Context: an optimization exercise on an open-source flow, tuned for small area, a short achievable clock period and few clock cycles per item. The choices shown serve that exercise and are no tape-out recipe.
The RTL was checked by simulation tests, not by an equivalence proof against the original design.

==> design.v <==
`default_nettype none
package rcpc_pkg;
  localparam int unsigned DataW = 32;
  localparam int unsigned DotW  = 66;
  typedef enum logic [2:0] {
    REG_START_X = 3'd0, REG_START_Y = 3'd1, REG_START_Z = 3'd2,
    REG_DIR_X   = 3'd3, REG_DIR_Y   = 3'd4, REG_DIR_Z   = 3'd5,
    REG_NEAR    = 3'd6, REG_FAR     = 3'd7
  } reg_idx_e;
  typedef enum logic [2:0] {
    FE_IDLE, FE_MUL, FE_SUM, FE_PUSH
  } fe_state_e;
  typedef enum logic [1:0] {
    BE_IDLE, BE_DIV, BE_UPD, BE_OUT
  } be_state_e;
  typedef struct packed {
    logic              first;
    logic              last;
    logic              parallel;
    logic              in_front;
    logic signed [DotW-1:0] num;
    logic signed [DotW-1:0] den;
  } plane_t;
endpackage
`default_nettype wire
`default_nettype none
module rcpc_front #(
  parameter int unsigned FracBits = 16
) (
  input  wire logic                 clk_i,
  input  wire logic                 rst_ni,
  input  wire logic [32*6-1:0]      cfg_i,
  input  wire logic                 in_valid_i,
  output logic                      in_ready_o,
  input  wire logic [129:0]         in_data_i,
  output logic                      push_o,
  output rcpc_pkg::plane_t          plane_o,
  input  wire logic                 full_i
);
  rcpc_pkg::fe_state_e state_q, state_d;
  logic [1:0] k_q, k_d;
  logic signed [31:0] n_q [3];
  logic signed [31:0] d_q;
  logic first_q, last_q;
  logic signed [63:0] pa_q, pp_q;
  logic signed [rcpc_pkg::DotW-1:0] sa_q, sp_q, la_q, lp_q;
  logic signed [rcpc_pkg::DotW-1:0] a_v, p_v, dd;
  logic signed [31:0] nsel, ssel, dsel;
  always_comb begin
    nsel = n_q[k_q];
    ssel = cfg_i[32*k_q +: 32];
    dsel = cfg_i[32*(32'(k_q)+3) +: 32];
  end
  always_comb begin
    a_v = sa_q + (la_q >>> FracBits);
    p_v = sp_q + (lp_q >>> FracBits);
    dd  = {{(rcpc_pkg::DotW-32){d_q[31]}}, d_q};
    plane_o.first    = first_q;
    plane_o.last     = last_q;
    plane_o.parallel = (a_v == '0);
    plane_o.in_front = (p_v > dd);
    plane_o.num      = dd - p_v;
    plane_o.den      = a_v;
  end
  always_comb begin
    state_d = state_q;
    k_d = k_q;
    in_ready_o = 1'b0;
    push_o = 1'b0;
    unique case (state_q)
      rcpc_pkg::FE_IDLE: begin
        in_ready_o = 1'b1;
        if (in_valid_i) begin
          state_d = rcpc_pkg::FE_MUL;
          k_d = 2'd0;
        end
      end
      rcpc_pkg::FE_MUL: state_d = rcpc_pkg::FE_SUM;
      rcpc_pkg::FE_SUM: begin
        if (k_q == 2'd2) state_d = rcpc_pkg::FE_PUSH;
        else begin
          k_d = k_q + 2'd1;
          state_d = rcpc_pkg::FE_MUL;
        end
      end
      rcpc_pkg::FE_PUSH: begin
        if (!full_i) begin
          push_o = 1'b1;
          state_d = rcpc_pkg::FE_IDLE;
        end
      end
      default: state_d = rcpc_pkg::FE_IDLE;
    endcase
  end
  always_ff @(posedge clk_i or negedge rst_ni) begin
    if (!rst_ni) begin
      state_q <= rcpc_pkg::FE_IDLE;
      k_q <= '0;
    end else begin
      state_q <= state_d;
      k_q <= k_d;
    end
  end
  localparam logic [63:0] LoMask = (64'd1 << FracBits) - 64'd1;
  always_ff @(posedge clk_i) begin
    if (state_q == rcpc_pkg::FE_IDLE && in_valid_i) begin
      n_q[0] <= in_data_i[31:0];
      n_q[1] <= in_data_i[63:32];
      n_q[2] <= in_data_i[95:64];
      d_q <= in_data_i[127:96];
      first_q <= in_data_i[128];
      last_q <= in_data_i[129];
      sa_q <= '0; sp_q <= '0; la_q <= '0; lp_q <= '0;
    end
    if (state_q == rcpc_pkg::FE_MUL) begin
      pa_q <= dsel * nsel;
      pp_q <= ssel * nsel;
    end
    if (state_q == rcpc_pkg::FE_SUM) begin
      sa_q <= sa_q + rcpc_pkg::DotW'(pa_q >>> FracBits);
      sp_q <= sp_q + rcpc_pkg::DotW'(pp_q >>> FracBits);
      la_q <= la_q + rcpc_pkg::DotW'(pa_q & LoMask);
      lp_q <= lp_q + rcpc_pkg::DotW'(pp_q & LoMask);
    end
  end
endmodule
`default_nettype wire
`default_nettype none
module rcpc_queue (
  input  wire logic         clk_i,
  input  wire logic         rst_ni,
  input  wire logic         push_i,
  input  rcpc_pkg::plane_t  data_i,
  output logic              full_o,
  input  wire logic         pop_i,
  output logic              empty_o,
  output rcpc_pkg::plane_t  data_o
);
  rcpc_pkg::plane_t mem0_q, mem1_q;
  logic wp_q, rp_q;
  logic [1:0] cnt_q;
  assign full_o  = (cnt_q == 2'd2);
  assign empty_o = (cnt_q == 2'd0);
  assign data_o  = rp_q ? mem1_q : mem0_q;
  always_ff @(posedge clk_i) begin
    if (push_i && !wp_q) mem0_q <= data_i;
    if (push_i && wp_q) mem1_q <= data_i;
  end
  always_ff @(posedge clk_i or negedge rst_ni) begin
    if (!rst_ni) begin
      wp_q <= 1'b0; rp_q <= 1'b0; cnt_q <= '0;
    end else begin
      if (push_i) wp_q <= ~wp_q;
      if (pop_i) rp_q <= ~rp_q;
      cnt_q <= cnt_q + {1'b0, push_i} - {1'b0, pop_i};
    end
  end
endmodule
`default_nettype wire
`default_nettype none
module rcpc_back #(
  parameter int unsigned FracBits = 16
) (
  input  wire logic               clk_i,
  input  wire logic               rst_ni,
  input  wire logic [31:0]        near_start_i,
  input  wire logic [31:0]        far_start_i,
  input  wire logic               empty_i,
  input  rcpc_pkg::plane_t        plane_i,
  output logic                    pop_o,
  output logic                    out_valid_o,
  input  wire logic               out_ready_i,
  output logic [66:0]             out_data_o
);
  localparam int unsigned QW = 66 + FracBits;
  localparam int unsigned CW = $clog2(QW + 1);
  rcpc_pkg::be_state_e state_q, state_d;
  logic [CW-1:0] cnt_q;
  logic [QW-1:0] n_q, q_q;
  logic [65:0] m_q, r_q;
  logic neg_q;
  rcpc_pkg::plane_t p_q;
  logic signed [31:0] near_q, far_q, t;
  logic ent_q, live_q, lst_q;
  logic [66:0] r_sh, r_sub;
  logic [QW-1:0] qsat;
  logic nl, ne;
  logic signed [31:0] nn, nf;
  always_comb begin
    r_sh  = {r_q, n_q[QW-1]};
    r_sub = r_sh - {1'b0, m_q};
  end
  always_comb begin
    qsat = q_q;
    if (neg_q) begin
      if (qsat > QW'(64'h80000000)) qsat = QW'(64'h80000000);
      t = 32'(-qsat);
    end else begin
      if (qsat > QW'(64'h7fffffff)) qsat = QW'(64'h7fffffff);
      t = 32'(qsat);
    end
  end
  always_comb begin
    state_d = state_q;
    pop_o = 1'b0;
    unique case (state_q)
      rcpc_pkg::BE_IDLE: if (!empty_i) begin
        pop_o = 1'b1;
        state_d = rcpc_pkg::BE_DIV;
      end
      rcpc_pkg::BE_DIV: if (cnt_q == '0) state_d = rcpc_pkg::BE_UPD;
      rcpc_pkg::BE_UPD: state_d = rcpc_pkg::BE_OUT;
      rcpc_pkg::BE_OUT: if (out_ready_i) state_d = rcpc_pkg::BE_IDLE;
      default: state_d = rcpc_pkg::BE_IDLE;
    endcase
  end
  assign out_valid_o = (state_q == rcpc_pkg::BE_OUT);
  assign out_data_o  = {lst_q, ent_q, far_q, near_q, live_q};
  always_comb begin
    nl = live_q; nn = near_q; nf = far_q; ne = ent_q;
    if (p_q.first) begin
      nl = 1'b1; nn = near_start_i; nf = far_start_i; ne = 1'b0;
    end
    if (nl) begin
      if (p_q.parallel) begin
        if (p_q.in_front) nl = 1'b0;
      end else if (p_q.in_front && t < 0) begin
        nl = 1'b0;
      end else if (p_q.in_front || t < 0) begin
        if (nn < t) begin nn = t; ne = 1'b1; end
      end else if (t < nf) begin
        nf = t;
      end
    end
  end
  always_ff @(posedge clk_i or negedge rst_ni) begin
    if (!rst_ni) begin
      state_q <= rcpc_pkg::BE_IDLE;
      near_q <= '0; far_q <= '0; ent_q <= 1'b0; live_q <= 1'b1;
    end else begin
      state_q <= state_d;
      if (state_q == rcpc_pkg::BE_UPD) begin
        live_q <= nl; near_q <= nn; far_q <= nf; ent_q <= ne;
      end
    end
  end
  always_ff @(posedge clk_i) begin
    if (pop_o) begin
      p_q <= plane_i;
      neg_q <= plane_i.num[65] ^ plane_i.den[65];
      n_q <= {(plane_i.num[65] ? 66'(-plane_i.num) : plane_i.num),
              {FracBits{1'b0}}};
      m_q <= plane_i.den[65] ? 66'(-plane_i.den) : plane_i.den;
      r_q <= '0; q_q <= '0;
      cnt_q <= CW'(QW);
    end else if (state_q == rcpc_pkg::BE_DIV && cnt_q != '0) begin
      n_q <= n_q << 1;
      if (!r_sub[66]) begin
        r_q <= r_sub[65:0]; q_q <= {q_q[QW-2:0], 1'b1};
      end else begin
        r_q <= r_sh[65:0]; q_q <= {q_q[QW-2:0], 1'b0};
      end
      cnt_q <= cnt_q - CW'(1);
    end
    if (state_q == rcpc_pkg::BE_UPD) lst_q <= p_q.last;
  end
endmodule
`default_nettype wire
`default_nettype none
module ray_convex_plane_clip #(
  parameter int unsigned FRAC_BITS = 16
) (
  input  wire logic          clk_i,
  input  wire logic          rst_ni,
  input  wire logic          psel,
  input  wire logic          penable,
  input  wire logic          pwrite,
  input  wire logic [4:0]    paddr,
  input  wire logic [31:0]   pwdata,
  output logic [31:0]        prdata,
  output logic               pready,
  input  wire logic          s_axis_tvalid,
  output logic               s_axis_tready,
  input  wire logic [127:0]  s_axis_tdata,
  input  wire logic          s_axis_tuser,
  input  wire logic          s_axis_tlast,
  output logic               m_axis_tvalid,
  input  wire logic          m_axis_tready,
  output logic [71:0]        m_axis_tdata,
  output logic               m_axis_tlast
);
  logic [31:0] cfg_q [8];
  logic [2:0] ridx;
  logic [32*6-1:0] cfg_flat;
  logic push, full, pop, empty;
  rcpc_pkg::plane_t qin, qout;
  logic [66:0] res;
  assign pready = 1'b1;
  assign ridx = paddr[4:2];
  assign prdata = cfg_q[ridx];
  always_ff @(posedge clk_i or negedge rst_ni) begin
    if (!rst_ni) begin
      for (int i = 0; i < 6; i++) cfg_q[i] <= '0;
      cfg_q[rcpc_pkg::REG_NEAR] <= 32'h80000000;
      cfg_q[rcpc_pkg::REG_FAR]  <= 32'h7fffffff;
    end else if (psel && penable && pwrite) begin
      cfg_q[ridx] <= pwdata;
    end
  end
  always_comb begin
    for (int i = 0; i < 6; i++) cfg_flat[32*i +: 32] = cfg_q[i];
  end
  rcpc_front #(.FracBits(FRAC_BITS)) u_front (
    .clk_i, .rst_ni, .cfg_i(cfg_flat),
    .in_valid_i(s_axis_tvalid), .in_ready_o(s_axis_tready),
    .in_data_i({s_axis_tlast, s_axis_tuser, s_axis_tdata}),
    .push_o(push), .plane_o(qin), .full_i(full)
  );
  rcpc_queue u_queue (
    .clk_i, .rst_ni, .push_i(push), .data_i(qin), .full_o(full),
    .pop_i(pop), .empty_o(empty), .data_o(qout)
  );
  rcpc_back #(.FracBits(FRAC_BITS)) u_back (
    .clk_i, .rst_ni,
    .near_start_i(cfg_q[rcpc_pkg::REG_NEAR]), .far_start_i(cfg_q[rcpc_pkg::REG_FAR]),
    .empty_i(empty), .plane_i(qout), .pop_o(pop),
    .out_valid_o(m_axis_tvalid), .out_ready_i(m_axis_tready), .out_data_o(res)
  );
  assign m_axis_tdata = {6'd0, res[65:0]};
  assign m_axis_tlast = res[66];
endmodule
`default_nettype wire
==> run.sh <==
#!/bin/bash
# synth_recipe.tcl (not shown) runs the flow's synth.tcl, then flattens the netlist and writes it again
# the make line also repeats each setting of config.mk as NAME=value (left out here)
make -C /OpenROAD-flow-scripts/flow DESIGN_CONFIG=/design/flow/config.mk WORK_HOME=/design/flow/orfs CLKGATE_MAP_FILE= SYNTH_SCRIPT=/design/flow/synth_recipe.tcl finish
==> config.mk <==
export PLATFORM = sky130hd
export DESIGN_NAME = ray_convex_plane_clip
export DESIGN_NICKNAME = ray_convex_plane_clip
export VERILOG_FILES = /design/flow/design.v
export SDC_FILE = /design/flow/constraint.sdc
export NUM_CORES = 4
export LEC_CHECK = 0
export CAP_MARGIN = 20
export CORE_MARGIN = 2
export CORE_UTILIZATION = 40
export SLEW_MARGIN = 20
==> constraint.sdc <==
create_clock -name core_clock -period 12.0 [get_ports {clk_i}]
set_input_delay 2.4000 -clock core_clock [delete_from_list [all_inputs] [get_ports {clk_i}]]
set_output_delay 2.4000 -clock core_clock [all_outputs]
set_load 0.01 [all_outputs]
==> results.cfg <==
[placement]
place.port_buffers = 272
gp_congestion = 1.04
place_inst = 21469
dpl.hpwl_um = 394000

[sta]
setup_tns_ps = 0
setup_viol = 0
hold_viol_final = 0
fmaxAchievable_mhz = 88.6
relSlewSlack = 0.141
worstMarginPinSlew_ps = 1270
finalClockSkew_ps = 86.7
drv_slew = 0
fin_crit_ps = 11290
fin_crit_sh = 0.940
rsz0062_at_grt = no

[yosys]
synth_edf_count = 932
synthCells = 16309
synthMuxAreaShare = 0.0434
synth_xor_area_frac = 0.0408
yosys.area_share.adder = 0.349
synth_compound_area_frac = 0.111
async_flop_share = 0.234
synth-seq-area-share = 0.253
synth_top_flop_cell = edfxtp_1
synth.distinct_cells = 91
synth-seq-cells = 1419
synth_warnings = 7
synth_top_family_by_area = adder cells
synth_area_um2 = 156000
yosys.area_share.simple = 0.129
syn_area_per_cell_um2 = 9.55

[clock_tree]
hold_buffers = 0
post-cts-setup-buffers = 0
cts.clk_slew.worst_paths_ps = 60
cts-buffers-inserted = 171
cts_resized = 0
h-tree-depth = 4
clkSinkCount = 1419
cts_buffer_depth = 4
clkLatencyLatePin_ps = 920
cts_root_buf = clkbuf_16
cts_tree = yes

[global_route]
grt_pass1_wl_um = 751000
grt_util_all_layers = 0.251
grt_overflow = 0
first_global_vias = 119287
antenna_found_initial = 26
grt_max_degree = 137

[die]
io-pin-count = 282
die_area_um2 = 394000
rows = 229
start_util = 0.401
fp.dieW_um = 628
die_h_um = 628
core_region_area_um2 = 388000

[finish]
nNetsFinal = 19660
drive_gt1_frac = 0.0781
nFillCells = 37508
multi_input_area_um2 = 105000
area_growth_syn_to_layout_pct = 10.5
regArea_um2 = 39500
instances_no_fill = 21787

[critical_path]
cp-endpoint = u_front.pa_q[63]
cp-start-kind = register
cp.arrival_ps = 11930
crit_top_cell = fa_1
r2r-end = u_front.pa_q[63]
r2r_start = u_front.k_q[0]
cp_max_fo = 46
cp-startpoint = u_front.k_q[0]
r2r_slack_ps = 710
crit_type = reg2reg
crit_slowest_cell = ha_4
slowest_delay_ps = 730
cp-end-kind = register
cp.required_ps = 12650
reg2reg_depth = 35

[detailed_routing]
vias_per_cell = 5.45
drt_iter0_drc = 9451
drc = 0
wire_per_inst_um = 23.0
antenna_left = 0
route.vias.total = 118696
drt_wl_total_um = 501000
drt_pass1_iterations = 6

[min_path]
hp-class = reg2reg

[run_status]
outcome = finished clean

[run]
max_cap_viol_count = 0
## worst max-delay path, delay by kind of cell, from the launching register on
kind | cells | cell delay [ps]
AO/OA/AOI/OAI | 11 | 2880
buffers and inverters | 10 | 1660
AND/OR/NAND/NOR | 3 | 640
flip-flops | 1 | 490
adder cells (fa/ha/maj) | 10 | 5000
XOR/XNOR | 1 | 180
## through the flow
stage / util / worst slack (ps) / hold WS [ps] / instance area [um2]
after floorplan: - / 1720 / 400 / 156000
after global placement: 0.428 / 1010 / 423 / 166000
after detailed placement: 0.428 / 920 / 434 / 166000
after CTS: 0.443 / 869 / 442 / 172000
after global routing: 0.443 / 453 / 452 / 172000
final: 0.443 / 715 / 443 / 172000
## how the worst min path moves through the flow
stage	to	depth (start not counted)	start	slack, ps
finish	u_queue.mem1_q[134]	0	u_front.last_q	440
global placement	u_queue.mem0_q[134]	0	u_front.last_q	420
detailed placement	u_queue.mem1_q[134]	0	u_front.last_q	430
floorplan	u_back.lst_q	0	u_back.p_q[134]	400
global route	u_queue.mem0_q[134]	0	u_front.last_q	450
CTS	u_queue.mem1_q[134]	0	u_front.last_q	440
## cell families after synthesis
family                     Yosys count
buffers and inverters             3045
and+or+nand+nor                   4706
other                                2
AOI/OAI and AO/OA                 2759
adders and majority gates         3040
xor gates and xnor gates           725
muxes                              613
DFF                               1419
## layout make-up
cell class / count / share of cell area
Tap cell: 5197 / 0.0378
Clock inverter: 92 / 0.00631
Timing Repair Buffer: 729 / 0.0369
Sequential cell: 1419 / 0.229
Clock buffer: 219 / 0.0270
Multi-Input combinational cell: 11850 / 0.613
Antenna cell: 6 / 0.0000873
Inverter: 2275 / 0.0497
## synth_stat cells (21+ instances only)
library cell  number  area, um2
dfstp_2           33        867
and4_1            23        201
nand2b_1         120        751
a31oi_1          131        820
nor2_1          1757       6600
dfrtp_1          299       7480
fa_1            2172      43500
a211o_1           23        201
and3_1            96        601
mux2i_1          238       2380
o21bai_1          87        653
nor3b_1           33        248
or2_2             29        181
a21oi_1          808       4040
nor3_1           167        836
or3_1             60        375
o22ai_1           41        257
buf_1             70        263
ha_1             868      10900
nor2b_1           87        544
a211oi_1          55        413
nand2_1         1911       7170
o211ai_1          42        315
mux2_2           361       4070
and2_1            47        294
edfxtp_1         932      28000
o221ai_1          21        184
o21a_1           132        991
xnor2_1          443       3880
nand4_1          105        657
a221oi_1          26        228
inv_1           2274       8540
nor4_1            47        294
o31ai_1           36        270
clkbuf_1         666       2500
dfxtp_1          155       3100
xor2_1           282       2470
a22oi_1           50        375
a21o_1           389       2920
nand3_1          181        906
o21ai_0          634       3170
o21ai_1           45        225
## flip-flops by register name, summed over array words and instances, names as in the netlist, 7 cells and up
name,flops
u_back.m_q,65
u_back.cnt_q,7
u_back.near_q,32
u_back.r_q,66
u_front.sa_q,66
u_back.far_q,32
u_back.q_q,82
u_front.lp_q,66
cfg_q,256
u_front.n_q,96
u_front.pa_q,64
u_back.n_q,66
u_front.la_q,66
u_queue.mem0_q,136
u_front.pp_q,64
u_front.sp_q,66
u_front.d_q,32
u_queue.mem1_q,136
## cells in the final DEF, fill, tap and decap left out, types with 85 or more instances in the layout
cell             netlist  layout
inv_1               2274    2270
fa_1                2172    2172
nand2_1             1911    1911
nor2_1              1757    1750
edfxtp_1             932     932
ha_1                 868     866
a21oi_1              808     788
o21ai_0              634     610
xnor2_1              443     442
buf_4                 11     440
a21o_1               389     389
mux2_2               361     361
dfrtp_1              299     296
xor2_1               282     281
clkdlybuf4s50_1        0     268
mux2i_1              238     235
nand3_1              181     181
clkbuf_16              0     175
nor3_1               167     163
dfxtp_1              155     155
a31oi_1              131     131
nand2b_1             120     119
o21a_1               132     118
nand4_1              105     105
and3_1                96      96
o21bai_1              87      87
nor2b_1               87      85
## layer usage
layer / part of all wire / global-route usage / vias to the layer above
met3: 0.088 / 0.0594 / 1121
li1: - / - / 53798
met5: 0.00035 / 0 / -
met2: 0.43 / 0.377 / 4432
met1: 0.42 / 0.333 / 59321
met4: 0.066 / 0.138 / 24
Testbench counts, summed over its fixed seeds: cycles 209,300, items 2,398.

[afterwards: timing with drivers on the ports]
The flow's constraints put no driver on any port. The routed layout listed below was extracted and timed again, unchanged, in two steps. Step 1 sets driving cells, clkbuf_16 on the clock port and buf_2 on the other inputs (assumed; they add their load-dependent delay and slew). Step 2 times the ports against the registers' clock, not the clock port: input delays grow and output delays shrink by t, the midpoint of the rising clock arrivals with the driver on. Three values: ideal, step 1, step 2; two values: the first two.
shift t [ns]: 0.987
setup WS [ns]: 0.715 / 0.715 / 0.715
latest minus earliest clock arrival (ns): 0.088 / 0.087
After both steps setup and hold are still met in this run. The setup slack of this run moves by 0.000 ns with the drivers and by 0.000 ns with both steps.
